This is an optimization exercise on Yosys and OpenROAD, whose aim is small area, a short achievable clock period and few clock cycles per item, not a production implementation.
Only simulation tests tie the RTL to the original design; equivalence was not proved.
Power is estimated from default activity; no workload was simulated.

==> flow/design.v (excerpt) <==
module aes_dec_top
(
    input  logic        clk,
    input  logic        reset,
    input  logic [11:0] paddr,
    input  logic        psel,
    input  logic        penable,
    input  logic        pwrite,
    input  logic [31:0] pwdata,
    output logic [31:0] prdata,
    output logic        pready,
    output logic        pslverr
);
For scale: ~7,000 cells after synthesis, roughly 2,000 flip-flops.
==> flow/config.mk <==
export PLATFORM = sky130hd
export DESIGN_NAME = aes_dec_top
export DESIGN_NICKNAME = aes_dec_top
export VERILOG_FILES = /design/flow/design.v
export SDC_FILE = /design/flow/constraint.sdc
export NUM_CORES = 8
export LEC_CHECK = 0
export CAP_MARGIN = 20
export CORE_MARGIN = 2
export CORE_UTILIZATION = 40
export CTS_CLUSTER_DIAMETER = 100
export CTS_CLUSTER_SIZE = 25
export PLACE_DENSITY = 0.8
export SLEW_MARGIN = 20
export TNS_END_PERCENT = 5
==> flow/constraint.sdc <==
create_clock -name core_clock -period 10.0 [get_ports {clk}]
set_input_delay 2.0000 -clock core_clock [delete_from_list [all_inputs] [get_ports {clk}]]
set_output_delay 2.0000 -clock core_clock [all_outputs]
set_load 0.01 [all_outputs]
standard.sh (not shown) runs the stock make flow with config.mk's settings and CLKGATE_MAP_FILE= SYNTH_SCRIPT=/design/flow/synth_recipe.tcl, a recipe that flattens the netlist after the stock synthesis.
==> flow/flow/run.sh <==
#!/bin/bash
# The standard layout (standard.sh, its synthesis unchanged) with two changes to how the layout
# is made: the port buffers are buf_2 cells, and timing repair works until the setup slack reaches
# SETUP_SLACK_MARGIN, well above zero at the 10 ns clock. The tools' output goes to standard.log.
set -euo pipefail
export SETUP_SLACK_MARGIN=7.0
export BUFFER_PORTS_ARGS="-buffer_cell sky130_fd_sc_hd__buf_2"
bash standard.sh > standard.log 2>&1
The first run finished with timing, DRC and antenna clean.
Testbench counts at the start, summed over its fixed seeds: cycles 6,912, blocks 192.
Change:
Settings changed: PLACE_DENSITY 0.8 to 0.7.
The changed run completed without violations.
Cell area rose by 0.59%.
Critical path depth went down by 1.
Total power barely changes.
Area after synthesis stays the same.
Via count came out lower by 2.4%.
Core utilization rises by 0.27 points.
Sequential cell count is unchanged.
Setup slack is worse by 0.015 ns.
Register-to-register slack loses 0.02 ns.
Wire length is higher by 2.0%.
Combinational power climbs by about 0.5%.

Setup of red:
aes_dec_top, a different RTL version from the one above (not shown whole).
Size in the first run: roughly 7000 cells after synthesis, roughly 2000 flip-flops, ~83 I/O pins, about 94000 µm² of cells after synthesis.
## aes_dec_top
module aes_dec_top
(
    input  logic        clk,
    input  logic        reset,
    input  logic [11:0] paddr,
    input  logic        psel,
    input  logic        penable,
    input  logic        pwrite,
    input  logic [31:0] pwdata,
    output logic [31:0] prdata,
    output logic        pready,
    output logic        pslverr
);
    logic         key_we;
    logic [5:0]   key_addr;
    logic [31:0]  key_wdata;
    logic         start;
    logic         fin;
    logic [127:0] ciphertext;
    logic [127:0] plaintext;
    logic [127:0] round_key;
    logic [127:0] last_key;
    logic [31:0]  wdata_z;
    logic [9:0]   round_sel;
    aes_dec_regs i_aes_dec_regs (
        .clk        (clk),
        .reset      (reset),
        .paddr      (paddr),
        .psel       (psel),
        .penable    (penable),
        .pwrite     (pwrite),
        .pwdata     (pwdata),
        .prdata     (prdata),
        .pready     (pready),
        .pslverr    (pslverr),
        .fin        (fin),
        .plaintext  (plaintext),
        .key_we     (key_we),
        .key_addr   (key_addr),
        .key_wdata  (key_wdata),
        .start      (start),
        .wdata_z    (wdata_z),
        .ciphertext (ciphertext)
    );
    aes_round_key_store i_aes_round_key_store (
        .clk       (clk),
        .key_we    (key_we),
  ...
clock: 10.0 ns
lec_check: 0
cap_margin: 20
core_margin: 2
core_utilization: 40
cts_cluster_diameter: 100
cts_cluster_size: 25
place_density: 0.85
slew_margin: 20
tns_end_percent: 5
Scripts as last shown in full above: flow/flow/run.sh
red completed end to end with timing, DRC and antenna clean.
Testbench counts of red, summed over its fixed seeds: cycles 6,912, blocks 192.
What blue does differently from red at the input level:
Settings: CORE_UTILIZATION now 55, was 40; PLACE_DENSITY no longer set, was 0.85.
### Flow results
Across blue and red, the outcome is the same: a clean finish for every run.
NOTE: number of vias per cell in blue exceeds that of red
Of the two values seen for cell with the biggest individual delay on the critical path, sky130_fd_sc_hd__dfxtp_4 was produced by red and sky130_fd_sc_hd__edfxtp_1 by blue.
Run comparison: red start point of the critical path i_aes_dec_engine.rsel[4]; blue start point of the critical path i_aes_dec_engine.a_q[99]
Number of gates on the worst path with buffers counted, blue and red, higher one = blue.
Cmp blue vs red: routed metal-1 wirelength higher in blue

exp/indigo:
aes_dec_top again, from the RTL that the note above started with.
// aes_dec_top
module aes_dec_top
(
    input  logic        clk,
    input  logic        reset,
    input  logic [11:0] paddr,
    input  logic        psel,
    input  logic        penable,
    input  logic        pwrite,
    input  logic [31:0] pwdata,
    output logic [31:0] prdata,
    output logic        pready,
    output logic        pslverr
);
Settings: LEC_CHECK=0, CAP_MARGIN=20, CORE_MARGIN=2, CORE_UTILIZATION=40, CTS_CLUSTER_DIAMETER=100, CTS_CLUSTER_SIZE=25, SLEW_MARGIN=20, TNS_END_PERCENT=5; clock period 10.0 ns.
==> flow/flow/run.sh <==
#!/bin/bash
# The standard layout (standard.sh, its synthesis unchanged) with two changes to how the layout
# is made: the port buffers are buf_2 cells, and timing repair works until the setup slack reaches
# SETUP_SLACK_MARGIN, well above zero at the 10 ns clock. The tools' output goes to standard.log.
set -euo pipefail
export SETUP_SLACK_MARGIN=6.8
export BUFFER_PORTS_ARGS="-buffer_cell sky130_fd_sc_hd__buf_2"
bash standard.sh > standard.log 2>&1
Testbench counts of exp/indigo, summed over its fixed seeds: cycles 6,912, blocks 192.
The inputs of exp/nickel differ from those of exp/indigo as listed below.
- TNS_END_PERCENT: 5 -> 20
-- flow/flow/run.sh --
<<< exp/indigo, line 6
export SETUP_SLACK_MARGIN=6.8
>>> exp/nickel, line 6
export SETUP_SLACK_MARGIN=7.0
Notes after the runs:
Worst hold slack ends up higher on exp/nickel. Compared with exp/indigo, in exp/nickel setup slack now sits higher; last weighted congestion value of the routability-driven placer went up 0.078; proportion of cell area spent on the clock network moved down. Per the comparison of exp/nickel with exp/indigo, highest attainable clock frequency rose 17 MHz, global-route wire length before repair rose 2.6%, async set or reset register ratio after synthesis about even, cell count of the worst hold path about even.
#### Input delta (exp/maple over exp/nickel)
- a change of TNS_END_PERCENT from 20 to 5
Findings:
- exp/maple | stages: all done | timing, DRC, antenna: all pass
- As far as hold slack is concerned, exp/maple and exp/nickel perform about the same.
- exp/maple against exp/nickel: post-synthesis to final-layout area growth lower, setup slack lower.
- Number of vias after detailed routing came out lower on exp/maple than on exp/nickel.
- Compare exp/nickel and exp/maple | leakage power lower: exp/maple
- The combinational group power in exp/maple sits about 4.5% below the value recorded for exp/nickel.
- Looking at non-clock inverter total of the final layout, exp/maple sits 1 lower than exp/nickel does.
- Routed wire in exp/maple totals less than in exp/nickel.
- Fmax | exp/maple vs exp/nickel | exp/maple slower

the baseline:
Another version of the RTL of aes_dec_top (not shown whole).
Size: ~7400 cells after synthesis, about 2000 flip-flops, ~83 I/O pins, ~96000 um^2 of cells after synthesis.
Settings: LEC_CHECK=0, CAP_MARGIN=20, CORE_MARGIN=2, CORE_UTILIZATION=40, CTS_CLUSTER_DIAMETER=100, CTS_CLUSTER_SIZE=25, SLEW_MARGIN=20, TNS_END_PERCENT=5; clock period 10.0 ns.
==> flow/flow/run.sh <==
#!/bin/bash
# The standard layout (standard.sh, its synthesis unchanged) with two changes to how the layout
# is made: the port buffers are buf_2 cells, and timing repair works until the setup slack reaches
# SETUP_SLACK_MARGIN, well above zero at the 10 ns clock. The tools' output goes to standard.log.
set -euo pipefail
export SETUP_SLACK_MARGIN=6.8
export BUFFER_PORTS_ARGS="-buffer_cell sky130_fd_sc_hd__buf_2"
bash standard.sh > standard.log 2>&1
Testbench counts of the baseline, summed over its fixed seeds: cycles 6,912, blocks 192.
--- input diff the baseline..the candidate ---
Settings: a deleted TNS_END_PERCENT that had been 5.
--- a/flow/flow/run.sh
+++ b/flow/flow/run.sh
@@ -5,3 +5,3 @@
 set -euo pipefail
-export SETUP_SLACK_MARGIN=6.8
+export SETUP_SLACK_MARGIN=6.6
 export BUFFER_PORTS_ARGS="-buffer_cell sky130_fd_sc_hd__buf_2"
### Flow results
- Run comparison: the baseline startpoint of the worst setup timing path i_aes_dec_engine.a_q[108]; the candidate startpoint of the worst setup timing path i_aes_dec_engine.a_q[109]
- The candidate against the baseline; met3 wire length is down slightly.
- The candidate against the baseline: non-clock buffer count in the final layout fell by about 8%; worst-case clock skew went up; critical path depth +1.
- The candidate against the baseline; clock-buffer cell count is down slightly.
- Diff the baseline -> the candidate: wire length reported by the detailed router increased about 0.7%, worst setup slack after layout climbed 0.011 ns.
- Time the final worst path needs with I/O delays and setup | the candidate below the baseline
- Between the candidate and the baseline, proportion of final cell area spent on non-clock buffers is lower for the candidate, the baseline comes in above that.

## port drivers added, routing unchanged
The results above use ideal ports. As a check the final layouts listed here were re-extracted and re-timed, cells and wires unchanged. Step 1 assumes that a clkbuf_16 drives the clock port and a buf_2 every other input. Step 2 times the ports against the registers' clock, not the clock port: input delays grow and output delays shrink by t, the midpoint of the rising clock arrivals with the driver on. a / b / c = no drivers / after step 1 / after step 2; a / b = the first two.
run	t, ns	setup WS [ns]	worst setup path at the end	clock arrival spread, ns	cell pins on the clock port's net
the first run of note 1	0.856	6.575 / 6.575 / 5.722	input to register	0.058 / 0.058	1
the second run of note 1	0.842	6.559 / 6.549 / 5.707	input to register	0.063 / 0.063	1
red	0.845	6.555 / 6.444 / 5.599	input to register	0.061 / 0.060	1
blue	0.847	6.553 / 6.477 / 5.630	input to register	0.053 / 0.053	1
exp/indigo	0.857	6.507 / 6.462 / 5.666	input to register	0.077 / 0.077	1
exp/nickel	0.855	6.699 / 6.597 / 5.742	input to register	0.042 / 0.042	1
exp/maple	0.853	6.627 / 6.522 / 5.669	input to register	0.045 / 0.045	1
the baseline	0.873	6.495 / 6.495 / 5.740	input to register	0.044 / 0.044	1
the candidate	0.886	6.506 / 6.506 / 5.711	input to register	0.074 / 0.074	1
After both steps setup and hold are still met in every run listed. For exp/maple, which loses most, drivers alone change the setup slack by -0.105 ns; drivers and shift together by -0.958 ns.
